What follows belongs to an exercise in optimizing a design on an open flow for small area, a short achievable clock period and few clock cycles per item; a production flow would make more cautious choices. At most, simulation tests tie the RTL to the original design; equivalence was not proved. Power figures rest on the tool's default switching activity, not on a simulated workload.

## tlb_top
module tlb_top (
	input wire logic clk,
	input wire logic rst,
	input wire logic cmd_valid,
	output logic cmd_ready,
	input tlb_cmd_pkg::tlb_op_e cmd_op,
	input tlb_pkg::tlb_index_t cmd_index,
	input tlb_pkg::entry_word_t cmd_entryhi,
	input tlb_pkg::entry_word_t cmd_entrylo0,
	input tlb_pkg::entry_word_t cmd_entrylo1,
	input tlb_pkg::vaddr_t cmd_vaddr,
	output logic rsp_valid,
	input wire logic rsp_ready,
	output tlb_cmd_pkg::tlb_op_e rsp_op,
	output tlb_pkg::paddr_t rsp_paddr,
	output logic rsp_refill,
	output logic rsp_invalid,
	output logic rsp_modified,
	output logic rsp_found,
	output tlb_pkg::tlb_index_t rsp_index
);
clock: 6.0 ns
lec_check: 0
cap_margin: 20
core_margin: 2
core_utilization: 60
place_density: 0.7
setup_slack_margin: 3.6
slew_margin: 20
standard.sh (not shown) runs the stock make flow with config.mk's settings and CLKGATE_MAP_FILE= SYNTH_SCRIPT=/design/flow/synth_recipe.tcl, a recipe that flattens the netlist after the stock synthesis.
==> flow/flow/run.sh <==
#!/bin/bash
# The standard layout, with the clock tree built from larger sink
# clusters and without dummy loads.  ORFS logs stay under orfs/logs.
export CTS_ARGS="-sink_clustering_enable -repair_clock_nets -dont_use_dummy_load -sink_clustering_size 30 -sink_clustering_max_diameter 80"
bash standard.sh > standard.log 2>&1
Edit:
==> flow/flow/run.sh (replaced) <==
#!/bin/bash
# The standard layout, with the clock tree built from larger sink
# clusters and without dummy loads, and small port buffers.  ORFS logs stay
# under orfs/logs.
export CTS_ARGS="-sink_clustering_enable -repair_clock_nets -dont_use_dummy_load -sink_clustering_size 30 -sink_clustering_max_diameter 80"
export BUFFER_PORTS_ARGS="-buffer_cell sky130_fd_sc_hd__buf_2"
bash standard.sh > standard.log 2>&1
Settings changed: SETUP_SLACK_MARGIN 3.6 to 3.5.
What happened:
- total power goes down by about 0.36%
- routed wire length came out lower by 5.7%
- design area falls by about 2.3%
- area after synthesis is unchanged
- global-route usage shrinks by 0.64 points
No run of this note included a check of the RTL's function; only the layout flow was run.


Setup of the baseline:
The RTL this note starts from:
==> flow/design.v <==
`default_nettype none
package tlb_pkg;
	typedef logic [19-1:0] vpn2_t;
	typedef logic [8-1:0] asid_t;
	typedef logic [20-1:0] pfn_t;
	typedef logic [2:0] cache_attr_t;
	typedef logic [$clog2(32)-1:0] tlb_index_t;
	typedef logic [32-1:0] hit_vec_t;
	typedef logic [32-1:0] vaddr_t;
	typedef logic [32-1:0] paddr_t;
	typedef logic [31:0] entry_word_t;
endpackage
`default_nettype wire
`default_nettype none
package tlb_cmd_pkg;
	typedef enum logic [1:0] {
		op_write = 2'd0,
		op_probe = 2'd1,
		op_translate = 2'd2
	} tlb_op_e;
	typedef enum logic {
		st_empty = 1'b0,
		st_full = 1'b1
	} stage_state_e;
endpackage
`default_nettype wire
`timescale 1ns/10ps
`default_nettype none
module tlb_top (
	input wire logic clk,
	input wire logic rst,
	input wire logic cmd_valid,
	output logic cmd_ready,
	input tlb_cmd_pkg::tlb_op_e cmd_op,
	input tlb_pkg::tlb_index_t cmd_index,
	input tlb_pkg::entry_word_t cmd_entryhi,
	input tlb_pkg::entry_word_t cmd_entrylo0,
	input tlb_pkg::entry_word_t cmd_entrylo1,
	input tlb_pkg::vaddr_t cmd_vaddr,
	output logic rsp_valid,
	input wire logic rsp_ready,
	output tlb_cmd_pkg::tlb_op_e rsp_op,
	output tlb_pkg::paddr_t rsp_paddr,
	output logic rsp_refill,
	output logic rsp_invalid,
	output logic rsp_modified,
	output logic rsp_found,
	output tlb_pkg::tlb_index_t rsp_index
);
	localparam int N = 32;
	logic [18:0] t_vpn2 [N];
	logic [7:0] t_asid [N];
	logic [N-1:0] t_global;
	logic [N-1:0] t_valid;
	logic [21:0] d_lo0 [N];
	logic [21:0] d_lo1 [N];
	logic s1_v;
	logic [1:0] s1_op;
	logic s1_wr;
	logic s1_probe;
	logic s1_tr_map;
	logic s1_tr_unm;
	logic [4:0] s1_idx;
	logic [N-1:0] s1_hit;
	logic [43:0] s1_pl;
	logic s2_v;
	logic [1:0] s2_op;
	logic [N-1:0] s2_first;
	logic s2_odd;
	logic s2_use_pfn;
	logic s2_refill;
	logic s2_found;
	logic s2_probe;
	logic [31:0] s2_base;
	logic out_v;
	logic skid_v;
	logic [42:0] out_q;
	logic [42:0] skid_q;
	logic rdy_q;
	logic s1_ld, s2_ld, s3_ld;
	logic out_ld;
	assign s3_ld = !skid_v;
	assign s2_ld = !s2_v || s3_ld;
	assign s1_ld = !s1_v || s2_ld;
	assign out_ld = !out_v || rsp_ready;
	assign cmd_ready = rdy_q;
	logic take;
	assign take = cmd_valid && rdy_q;
	logic [18:0] c_vpn2;
	logic [7:0] c_asid;
	logic [43:0] lo_fields;
	assign c_vpn2 = cmd_op[1] ? cmd_vaddr[31:13] : cmd_entryhi[31:13];
	assign c_asid = cmd_entryhi[7:0];
	assign lo_fields = {cmd_entrylo1[25:6], cmd_entrylo1[2], cmd_entrylo1[1],
		cmd_entrylo0[25:6], cmd_entrylo0[2], cmd_entrylo0[1]};
	logic [N-1:0] hit;
	always_comb begin
		for (int i = 0; i < N; i++) begin
			hit[i] = t_valid[i] && (t_vpn2[i] == c_vpn2)
				&& (t_global[i] || (t_asid[i] == c_asid));
		end
	end
	logic tag_we;
	assign tag_we = take && (cmd_op == 2'd0);
	always_ff @(posedge clk) begin
		for (int i = 0; i < N; i++) begin
			if (tag_we && cmd_index == 5'(i)) begin
				t_vpn2[i] <= cmd_entryhi[31:13];
				t_asid[i] <= c_asid;
				t_global[i] <= cmd_entrylo0[0] & cmd_entrylo1[0];
			end
		end
	end
	always_ff @(posedge clk) begin
		if (rst) begin
			t_valid <= '0;
		end else begin
			for (int i = 0; i < N; i++) begin
				if (tag_we && cmd_index == 5'(i)) t_valid[i] <= 1'b1;
			end
		end
	end
	always_ff @(posedge clk) begin
		if (rdy_q) begin
			s1_op <= cmd_op;
			s1_wr <= (cmd_op == 2'd0);
			s1_probe <= (cmd_op == 2'd1);
			s1_tr_map <= (cmd_op == 2'd2) && !cmd_vaddr[31];
			s1_tr_unm <= (cmd_op == 2'd2) && cmd_vaddr[31];
			s1_idx <= cmd_index;
			s1_hit <= hit;
			s1_pl[43:32] <= lo_fields[43:32];
			s1_pl[31:0] <= cmd_op[1] ? cmd_vaddr : lo_fields[31:0];
		end
	end
	logic [N-1:0] lower;
	logic [N-1:0] first;
	logic any_hit;
	assign any_hit = |s1_hit;
	always_comb begin
		lower[0] = 1'b0;
		for (int i = 1; i < N; i++) lower[i] = lower[i-1] | s1_hit[i-1];
		first = s1_hit & ~lower;
	end
	always_ff @(posedge clk) begin
		if (s2_ld) begin
			s2_op <= s1_op;
			s2_first <= first;
			s2_odd <= s1_pl[12];
			s2_use_pfn <= s1_tr_map && any_hit;
			s2_refill <= s1_tr_map && !any_hit;
			s2_found <= s1_probe && any_hit;
			s2_probe <= s1_probe;
			s2_base[31:12] <= {20{s1_tr_unm}} & s1_pl[31:12];
			s2_base[11:0] <= {12{s1_tr_unm || (s1_tr_map && any_hit)}} & s1_pl[11:0];
		end
	end
	logic data_we;
	assign data_we = s1_v && s2_ld && s1_wr;
	always_ff @(posedge clk) begin
		for (int i = 0; i < N; i++) begin
			if (data_we && s1_idx == 5'(i)) begin
				d_lo0[i] <= s1_pl[21:0];
				d_lo1[i] <= s1_pl[43:22];
			end
		end
	end
	logic [21:0] sel0, sel1, sel;
	logic [4:0] enc;
	always_comb begin
		sel0 = '0;
		sel1 = '0;
		enc = '0;
		for (int i = 0; i < N; i++) begin
			sel0 = sel0 | ({22{s2_first[i]}} & d_lo0[i]);
			sel1 = sel1 | ({22{s2_first[i]}} & d_lo1[i]);
			enc = enc | ({5{s2_first[i]}} & 5'(i));
		end
		sel = s2_odd ? sel1 : sel0;
	end
	logic [42:0] res;
	logic [31:0] r_paddr;
	always_comb begin
		r_paddr[31:12] = s2_base[31:12] | ({20{s2_use_pfn}} & sel[21:2]);
		r_paddr[11:0] = s2_base[11:0];
		res = {s2_op, r_paddr, s2_refill, s2_use_pfn && !sel[0],
			s2_use_pfn && sel[0] && !sel[1], s2_found, {5{s2_probe}} & enc};
	end
	always_ff @(posedge clk) begin
		if (!skid_v) skid_q <= res;
		out_q <= ({43{out_ld}} & (skid_v ? skid_q : res)) | ({43{!out_ld}} & out_q);
	end
	logic s1_v_n, s2_v_n, out_v_n, skid_v_n;
	always_comb begin
		s1_v_n = s1_ld ? take : s1_v;
		s2_v_n = s2_ld ? s1_v : s2_v;
		if (out_ld) begin
			out_v_n = skid_v || (s2_v && s3_ld);
			skid_v_n = 1'b0;
		end else begin
			out_v_n = out_v;
			skid_v_n = skid_v || (s2_v && s3_ld);
		end
	end
	always_ff @(posedge clk) begin
		if (rst) begin
			s1_v <= 1'b0;
			s2_v <= 1'b0;
			out_v <= 1'b0;
			skid_v <= 1'b0;
			rdy_q <= 1'b1;
		end else begin
			s1_v <= s1_v_n;
			s2_v <= s2_v_n;
			out_v <= out_v_n;
			skid_v <= skid_v_n;
			rdy_q <= !(s1_v_n && s2_v_n && skid_v_n);
		end
	end
	assign rsp_valid = out_v;
	logic [1:0] rsp_op_w;
	assign rsp_op = tlb_cmd_pkg::tlb_op_e'(rsp_op_w);
	assign {rsp_op_w, rsp_paddr, rsp_refill, rsp_invalid, rsp_modified, rsp_found,
		rsp_index} = out_q;
endmodule
`default_nettype wire
clock: 6.0 ns
lec_check: 0
cap_margin: 20
core_margin: 2
core_utilization: 60
place_density: 0.7
setup_slack_margin: 3.3
slew_margin: 20
run.sh (not shown) runs the stock make flow with config.mk's settings and CLKGATE_MAP_FILE= SYNTH_SCRIPT=/design/flow/synth_recipe.tcl, a recipe that flattens the netlist after the stock synthesis.
Stock flow here: none of the scripts above is used.
Having completed the whole flow, the baseline delivered a layout that passed the timing, DRC and antenna checks.
Testbench counts of the baseline, summed over its fixed seeds: cycles 9,624, items 9,600.
Modified inputs, the candidate compared to the baseline
# the baseline
export LEC_CHECK = 0
export CAP_MARGIN = 20
export CORE_MARGIN = 2
export CORE_UTILIZATION = 60
export PLACE_DENSITY = 0.7
export SETUP_SLACK_MARGIN = 3.3
export SLEW_MARGIN = 20
create_clock -name core_clock -period 6.0 [get_ports {clk}]
# the candidate
export LEC_CHECK = 0
export CAP_MARGIN = 20
export CORE_MARGIN = 2
export CORE_UTILIZATION = 60
export PLACE_DENSITY = 0.7
export SETUP_SLACK_MARGIN = 3.5
export SLEW_MARGIN = 20
create_clock -name core_clock -period 6.0 [get_ports {clk}]
==> flow/flow/run.sh (new file) <==
#!/bin/bash
# The standard layout, with the clock tree built from larger sink
# clusters and without dummy loads, and small port buffers.  ORFS logs stay
# under orfs/logs.
export CTS_ARGS="-sink_clustering_enable -repair_clock_nets -dont_use_dummy_load -sink_clustering_size 30 -sink_clustering_max_diameter 80"
export BUFFER_PORTS_ARGS="-buffer_cell sky130_fd_sc_hd__buf_2"
bash standard.sh > standard.log 2>&1
==> flow/standard.sh (new file) <==
#!/bin/bash
# synth_recipe.tcl (not shown) runs the flow's synth.tcl, then flattens the netlist and writes it again
# the make line also repeats each setting of config.mk as NAME=value (left out here)
make -C /OpenROAD-flow-scripts/flow DESIGN_CONFIG=/design/flow/config.mk WORK_HOME=/design/flow/orfs CLKGATE_MAP_FILE= SYNTH_SCRIPT=/design/flow/synth_recipe.tcl "${@:-finish}"
removed: flow/run.sh
### Flow results
On sequential share of layout area, the candidate and the baseline are basically level.
When the candidate is set beside the baseline, its area of the multi-input gates turns out to be about 6.5% larger.
Total setup buffers inserted after CTS ended up 168 higher on the candidate than on the baseline.
Relative to the baseline, non-clock buffer count has increased by 259 in the candidate.
On layout-stage area growth over the synthesis result, the candidate and the baseline are basically level.
On number of cells on the critical path: the candidate sits above the baseline.
Smallest setup slack after layout: the candidate vs the baseline, no meaningful difference
Measured against each other, the candidate and the baseline differ in clock power, the lower figure coming from the candidate.

[port drivers added, routing unchanged]
The results above use ideal ports. As a check the final layouts listed here were re-extracted and re-timed, cells and wires unchanged. Step 1 (the two cells are an assumption about what drives the block):
set clk [get_ports {clk}]
set_driving_cell -lib_cell sky130_fd_sc_hd__clkbuf_16 $clk
set_driving_cell -lib_cell sky130_fd_sc_hd__buf_2 [delete_from_list [all_inputs] $clk]
Step 2, shift: input delay + t, output delay - t, t = (earliest + latest rising clock arrival at the registers) / 2. This alone moves slack from input paths to output paths. a / b / c = ideal ports / drivers / drivers and shift; a / b = the first two.
run | shift t [ns] | slack for setup (ns) | worst hold slack (ns) | worst setup path after step 2 | cell pins on the clock port's net
the first run of note 1 | 0.897 | 3.242 / 3.242 / 2.866 | 0.387 / 0.387 / 0.387 | input to register | 1
the second run of note 1 | 0.869 | 3.314 / 3.314 / 3.162 | 0.348 / 0.348 / 0.348 | input to register | 1
the baseline | 0.950 | 3.260 / 3.109 / 2.159 | 0.422 / 0.422 / 0.422 | input to register | 1
the candidate | 0.849 | 3.258 / 3.132 / 2.283 | 0.424 / 0.424 / 0.424 | input to register | 1
After both steps every run listed still meets setup and hold. For the baseline, which loses most, drivers alone change the setup slack by -0.151 ns; drivers and shift together by -1.101 ns.
